This is an optimization exercise on Yosys and OpenROAD, whose aim is small area, not a production implementation. In this exercise RTL edits were held to simulation tests only and were not proved equivalent to the original. Power figures rest on the tool's default switching activity, not on a simulated workload.

**flow/config.mk**
```make
export PLATFORM = sky130hd
export DESIGN_NAME = ts_pes_reassembler_core
export DESIGN_NICKNAME = ts_pes_reassembler_core
export VERILOG_FILES = /design/flow/design.v
export SDC_FILE = /design/flow/constraint.sdc
export NUM_CORES = 4
export LEC_CHECK = 0
export CAP_MARGIN = 20
export CELL_PAD_IN_SITES_DETAIL_PLACEMENT = 1
export CELL_PAD_IN_SITES_GLOBAL_PLACEMENT = 2
export CORE_MARGIN = 2
export CORE_UTILIZATION = 30
export PLACE_DENSITY = 0.5
export SLEW_MARGIN = 20
```
**flow/constraint.sdc**
```tcl
create_clock -name core_clock -period 6.5 [get_ports {clk}]
set_input_delay 1.3000 -clock core_clock [delete_from_list [all_inputs] [get_ports {clk}]]
set_output_delay 1.3000 -clock core_clock [all_outputs]
set_load 0.01 [all_outputs]
```
**flow/design.v**
```verilog
package tspes_pkg;
    localparam int PACKET_BYTES = 188;
    localparam int FIFO_DEPTH   = 5;
endpackage
import tspes_pkg::*;
module tspes_beat_fifo
(
    input  logic        clk,
    input  logic        rst_n,
    input  logic        push,
    input  logic [7:0]  din,
    input  logic        pop,
    output logic [7:0]  head,
    output logic [2:0]  count
);
    logic [7:0] mem_reg [0:FIFO_DEPTH-1];
    logic [2:0] count_reg;
    assign count = count_reg;
    assign head  = mem_reg[count_reg - 3'd1];
    always_ff @(posedge clk)
    begin
        if (push)
        begin
            mem_reg[0] <= din;
            for (int i = 1; i < FIFO_DEPTH; i++)
                mem_reg[i] <= mem_reg[i-1];
        end
    end
    always_ff @(posedge clk or negedge rst_n)
    begin
        if (!rst_n)
            count_reg <= '0;
        else
            count_reg <= count_reg + 3'(push) - 3'(pop);
    end
endmodule
import tspes_pkg::*;
module ts_pes_reassembler_core
(
    input  logic                clk,
    input  logic                rst_n,
    input  logic                ts_valid,
    output logic                ts_stall,
    input  logic [7:0]   ts_byte,
    output logic                pes_valid,
    input  logic                pes_stall,
    output logic [7:0]   pes_byte,
    output logic                pes_end,
    output logic [7:0]   pes_stream_id,
    output logic [15:0]         pes_total_length
);
    logic [7:0]  pos_reg;       
    logic [15:0] left_reg;      
    logic        cand_reg;      
    logic        hold_reg;      
    logic [1:0]  pfx_reg;       
    logic        endp_reg;      
    logic [7:0]  sid_reg;
    logic [15:0] tot_reg;       
    logic        accept, open, push, pop, release_hdr;
    logic [7:0]  head;
    logic [2:0]  count;
    assign open = (left_reg != '0);
    assign ts_stall = ((count == 3'(FIFO_DEPTH)) && (pes_stall || pfx_reg != '0))
                   || ((pos_reg == 8'd7) && endp_reg);
    assign accept   = ts_valid && !ts_stall;
    assign push = accept && ((cand_reg && pos_reg >= 8'd7 && pos_reg <= 8'd9)
                             || (open && pos_reg >= 8'd4));
    assign release_hdr = hold_reg && ts_valid && (pos_reg == 8'd9);
    always_ff @(posedge clk)
    begin
        if (accept)
        begin
            if (pos_reg == 8'd4)
                cand_reg <= !open && (ts_byte == 8'h00);
            else if (pos_reg == 8'd5)
                cand_reg <= cand_reg && (ts_byte == 8'h00);
            else if (pos_reg == 8'd6)
                cand_reg <= cand_reg && (ts_byte == 8'h01);
            else if (pos_reg == 8'd9)
                cand_reg <= 1'b0;
            if (cand_reg && pos_reg == 8'd7)
                sid_reg <= ts_byte;
            if (cand_reg && pos_reg == 8'd8)
                tot_reg[15:8] <= ts_byte;
            if (cand_reg && pos_reg == 8'd9)
                tot_reg <= {tot_reg[15:8], ts_byte} + 16'd6;
        end
    end
    always_ff @(posedge clk or negedge rst_n)
    begin
        if (!rst_n)
        begin
            pos_reg  <= '0;
            left_reg <= '0;
            hold_reg <= 1'b0;
            pfx_reg  <= '0;
            endp_reg <= 1'b0;
        end
        else
        begin
            if (accept)
            begin
                pos_reg <= (pos_reg == 8'(PACKET_BYTES - 1)) ? '0 : pos_reg + 8'd1;
                if (cand_reg && pos_reg == 8'd7)
                    hold_reg <= 1'b1;
                if (cand_reg && pos_reg == 8'd9)
                begin
                    hold_reg <= 1'b0;
                    left_reg <= {tot_reg[15:8], ts_byte};
                    if ({tot_reg[15:8], ts_byte} == 16'd0)
                        endp_reg <= 1'b1;
                end
                else if (open && pos_reg >= 8'd4)
                begin
                    left_reg <= left_reg - 16'd1;
                    if (left_reg == 16'd1)
                        endp_reg <= 1'b1;
                end
            end
            if (release_hdr)
                pfx_reg <= pes_stall ? 2'd3 : 2'd2;
            else if (pfx_reg != '0 && !pes_stall)
                pfx_reg <= pfx_reg - 2'd1;
            if (pes_end && !pes_stall)
                endp_reg <= 1'b0;
        end
    end
    assign pop = !hold_reg && (pfx_reg == '0) && (count != '0) && !pes_stall;
    tspes_beat_fifo u_fifo
    (
        .clk   (clk),
        .rst_n (rst_n),
        .push  (push),
        .din   (ts_byte),
        .pop   (pop),
        .head  (head),
        .count (count)
    );
    assign pes_valid        = hold_reg ? release_hdr : ((pfx_reg != '0) || (count != '0));
    assign pes_byte         = (hold_reg || pfx_reg != '0) ? {7'd0, !hold_reg && pfx_reg == 2'd1}
                                                          : head;
    assign pes_end          = endp_reg && (count == 3'd1);
    assign pes_stream_id    = pes_end ? sid_reg : 8'd0;
    assign pes_total_length = pes_end ? tot_reg : 16'd0;
endmodule
```
**flow/run.sh**
```bash
#!/bin/bash
# synth_recipe.tcl (not shown) runs the flow's synth.tcl, then flattens the netlist and writes it again
# the make line also repeats each setting of config.mk as NAME=value (left out here)
make -C /OpenROAD-flow-scripts/flow DESIGN_CONFIG=/design/flow/config.mk WORK_HOME=/design/flow/orfs CLKGATE_MAP_FILE= SYNTH_SCRIPT=/design/flow/synth_recipe.tcl finish
```
==> reports/summary.log <==
qor: clock_network.cts_resized 0
qor: place.routabilityCongestion 0.797
qor: timing.worst_slew_pin_slew 0.906 ns
qor: worst_setup_path.timing.critical_path.required 5.20 ns
qor: detailed_routing.dr.pass1.iters 4
qor: synthesis.syn_inst 500
qor: clock_network.total_of_hold_buffers_inserted_after_clock_tree_synthesis 0
qor: global_route.grt_usage 0.178
qor: global_route.grt_max_degree 41
qor: timing.layout_worst_path_cycle_share 0.653
qor: worst_hold_path.worst_hold_path_type flip-flop to flip-flop
qor: clock_network.clkTransAtPathRegs 0.07 ns
qor: worst_setup_path.master_of_the_slowest_instance_on_the_critical_path clkdlybuf4s50_1
qor: worst_setup_path.setup.worst_path.class primary input to primary output
qor: clock_network.clock_insertion_delay_worst_skew 0.35 ns
qor: flow_run.max_cap_viol_count 0
qor: worst_setup_path.worst_ep_arrival_time 2.95 ns
qor: timing.final_hold_viol_count 0
qor: worst_setup_path.critical_path.reg2reg.startpoint left_reg[13]
qor: synthesis.synthesis.yosys.warnings 3
qor: power_and_ir_drop.cellPowerDensity 342 mW/mm2
qor: global_route.globalRouteOverflowTotal 0
qor: clock_network.post-cts-setup-buffer-count 0
qor: clock_network.cts.sink_count 96
qor: timing.report.final.slew_viol_count 0
qor: worst_setup_path.crit_fanout 6
qor: worst_setup_path.buffering_stage_count_on_the_worst_path_with_inverters_included 2
qor: global_route.globalRoute.busiestLayer met2
qor: worst_setup_path.cpLargestDelayFamily buffers and inverters
qor: detailed_routing.detail_route.drc_violations 0
qor: timing.setup_repair_after_global_routing_missed_its_margin no
qor: place.placement.io_buffers 46
qor: place.dpl.hpwl 10700 um
qor: floorplan.fp.coreArea 0.0172 mm2
qor: clock_network.tritoncts.num_buffers 9
qor: floorplan.die_height 136 um
qor: synthesis.ys_ff_latch 96
qor: floorplan.design.die.area 0.0186 mm2
qor: worst_setup_path.worst-r2r-setup-slack 2.96 ns
qor: worst_setup_path.rr_endpoint u_fifo.count_reg[2]
qor: worst_setup_path.setup.worst_path.start_class primary input
qor: timing.setup-violations-final 0
qor: global_route.grt_pass1_wl 24900 um
qor: worst_setup_path.setup.worst_path.end_class primary output
qor: global_route.use_met1 0.250
qor: synthesis.synth_enable_flop_cells 65
qor: final_layout.finish.net_count 563
qor: timing.skew 0.0141 ns
qor: final_layout.antenna_cells_inserted 0
qor: worst_hold_path.hold_path.startpoint u_fifo.mem_reg[1][5]
qor: floorplan.initial_utilization 0.305
qor: worst_setup_path.critPathMaxStageDelay 0.57 ns
qor: clock_network.clockRootBuffer clkbuf_16
qor: synthesis.synth_fp_nets 526
qor: global_route.via_count_of_the_first_global_routing_pass 4062
qor: worst_setup_path.critical_path.cell_chain clkdlybuf4s50_1 -> and2_1 -> nand4_1 -> nand2_1 -> clkdlybuf4s50_1
qor: detailed_routing.antenna_violating_nets_post_route 0
qor: global_route.grt_use_met3 0.0220
qor: final_layout.area_delta_synth_final 19.1%
qor: timing.max_freq 0.236 GHz
qor: worst_hold_path.worst_hold_path.endpoint u_fifo.mem_reg[2][5]
qor: timing.period_minus_slack 4.25 ns
qor: timing.timing.hold.ws 0.454 ns
qor: timing.slew-limit-headroom 0.396
qor: synthesis.synth_area_per_cell 10.5 um2
qor: worst_setup_path.timing.critical_path.mode_cell clkdlybuf4s50_1
qor: floorplan.design.portCount 47
qor: synthesis.ys_async_sr_fraction 0.323
qor: detailed_routing.post_route_wl 15600 um
qor: final_layout.share_of_post_route_cells_with_drive_strength_above_1 0.0775
qor: run_status.outcome complete, no violations
qor: worst_setup_path.timing.reg2reg.worst_path_depth 11
qor: synthesis.synth_area 0.00526 mm2
qor: power_and_ir_drop.irDropWorstVdd 0.000132 V
qor: worst_setup_path.worstSetupPathDepth 5
qor: clock_network.cts.path.max_buffers 2
qor: worst_hold_path.hold_path_depth 0
qor: global_route.antenna_found_initial 0
qor: detailed_routing.routed-via-count 3986
qor: floorplan.core.rowCount 48
qor: synthesis.synthDominantCellAreaShare 0.371
qor: detailed_routing.wl_per_cell 20.3 um
qor: floorplan.die_x 136 um
qor: timing.tns 0 ns
qor: clock_network.h-tree-depth 3
qor: synthesis.synth.yosys.seq_area_share 0.519
qor: final_layout.largest_register_ffs 40
qor: synthesis.dominantRegCellSynth edfxtp_1
qor: synthesis.synth_area_leader_cell edfxtp_1
qor: synthesis.netlist_top_cells_area edfxtp_1 (37%), dfrtp_1 (15%), mux2i_1 (3.6%)
qor: detailed_routing.drt_iter0_drc 246
qor: power_and_ir_drop.p_leak 0.00226 uW
qor: global_route.global_route.usage.met2 0.288
qor: synthesis.synthDistinctLibCells 66
qor: clock_network.tritoncts_clock_tree done
qor: detailed_routing.detail_route.vias_per_cell 5.20
how the worst max path moves through the flow:
stage | endpoint | startpoint
floorplan | u_fifo.mem_reg[0][0] | pes_stall
global placement | ts_stall | pes_stall
detailed placement | pes_valid | ts_valid
CTS | pes_stream_id[7] | u_fifo.count_reg[1]
global route | pes_valid | ts_valid
finish | pes_valid | ts_valid
layout by cell type (no fill, tap or decap), types with 4 or more instances in the layout:
master and count:
nor4_1 12, o21ai_0 33, or3_1 8, a21o_1 5, nand3_1 13, nand2_1 48
xor2_1 5, clkbuf_16 9, and2_1 28, ha_1 13, mux2i_1 19, and3_1 6
nor2_1 35, a21oi_1 17, xnor2_1 10, nand4_1 8, nor2b_1 4, o211ai_1 4
nor3_1 10, clkdlybuf4s50_1 46, inv_1 17, dfrtp_1 31, buf_4 9, o311ai_0 5
a211oi_1 15, nand2b_1 5, edfxtp_1 65
Yosys cell counts (4+ instances only):
cell,count
a211oi_1,15
a21o_1,5
a21oi_1,18
and2_1,28
and3_1,6
buf_1,4
clkbuf_1,18
dfrtp_1,31
edfxtp_1,65
ha_1,13
inv_1,17
mux2i_1,19
nand2_1,48
nand2b_1,5
nand3_1,13
nand4_1,8
nor2_1,35
nor2b_1,4
nor3_1,11
nor4_1,13
o211ai_1,4
o21ai_0,33
o311ai_0,5
or3_1,8
xnor2_1,10
xor2_1,5
through the flow:
| step | area (um2) | worst slack [ns] | util | instances | total power (uW) |
|---|---|---|---|---|---|
| 3_5_place_dp | 5950 | 2.26 | 0.345 | 751 | 1600 |
| 3_3_place_gp | 5950 | 2.31 | 0.345 | 751 | 1580 |
| 6_report | 6260 | 2.25 | 0.363 | 767 | 2140 |
| 4_1_cts | 6250 | 2.22 | 0.363 | 767 | 2170 |
| 2_1_floorplan | 5260 | 2.03 | - | 500 | 1370 |
| 5_1_grt | 6260 | 2.16 | 0.363 | 767 | 2310 |
area by class of cell:
class	count	area [um2]
Timing Repair Buffer	55	528
Clock buffer	9	225
Fill cell	1902	11000
Multi-Input combinational cell	358	2360
Sequential cell	96	2730
Clock inverter	7	77.6
Tap cell	225	282
Inverter	17	63.8
per-layer routing:
layer	routed length (um)	vias up	part of all wire
met1	7700	1987	0.49
met3	319	15	0.021
met4	233	0	0.015
met2	7310	45	0.47
met5	0	-	0
li1	-	1939	-
power breakdown:
group          leakage, uW  switching [uW]  internal, uW  total (uW)
registers         0.000972             128           788         916
logic              0.00113             382           281         663
clock network     0.000152             255           304         559
logic make-up after synthesis:
logic type | count (synthesis) | synth area share
AO/OA/AOI/OAI | 105 | 0.132
AND/OR/NAND/NOR | 204 | 0.212
multiplexers | 20 | 0.0383
XOR/XNOR | 15 | 0.0250
buffers and inverters | 46 | 0.0385
adder cells (fa/ha/maj) | 14 | 0.0347
flip-flops | 96 | 0.519

## static timing again, ports no longer ideal
The flow's constraints put no driver on any port. The routed layout listed below was extracted and timed again, unchanged, in two steps.
Step 1 assumes that a clkbuf_16 drives the clock port and a buf_2 every other input.
Step 2 also shifts input and output timing later by t, the mid clock arrival at the registers, as if the neighbouring blocks saw the same clock.
a / b / c = ideal ports / drivers / drivers and shift; a / b = the first two.
t (ns): 0.387
setup WS [ns]: 2.255 / 2.232 / 2.232
hold WS [ns]: 0.454 / 0.454 / 0.454
latest minus earliest clock arrival (ns): 0.014 / 0.014
slew at the worst register clock pin (ns): 0.08 / 0.08
After both steps this run still meets setup and hold. The setup slack of this run moves by -0.023 ns with the drivers and by -0.023 ns with both steps.
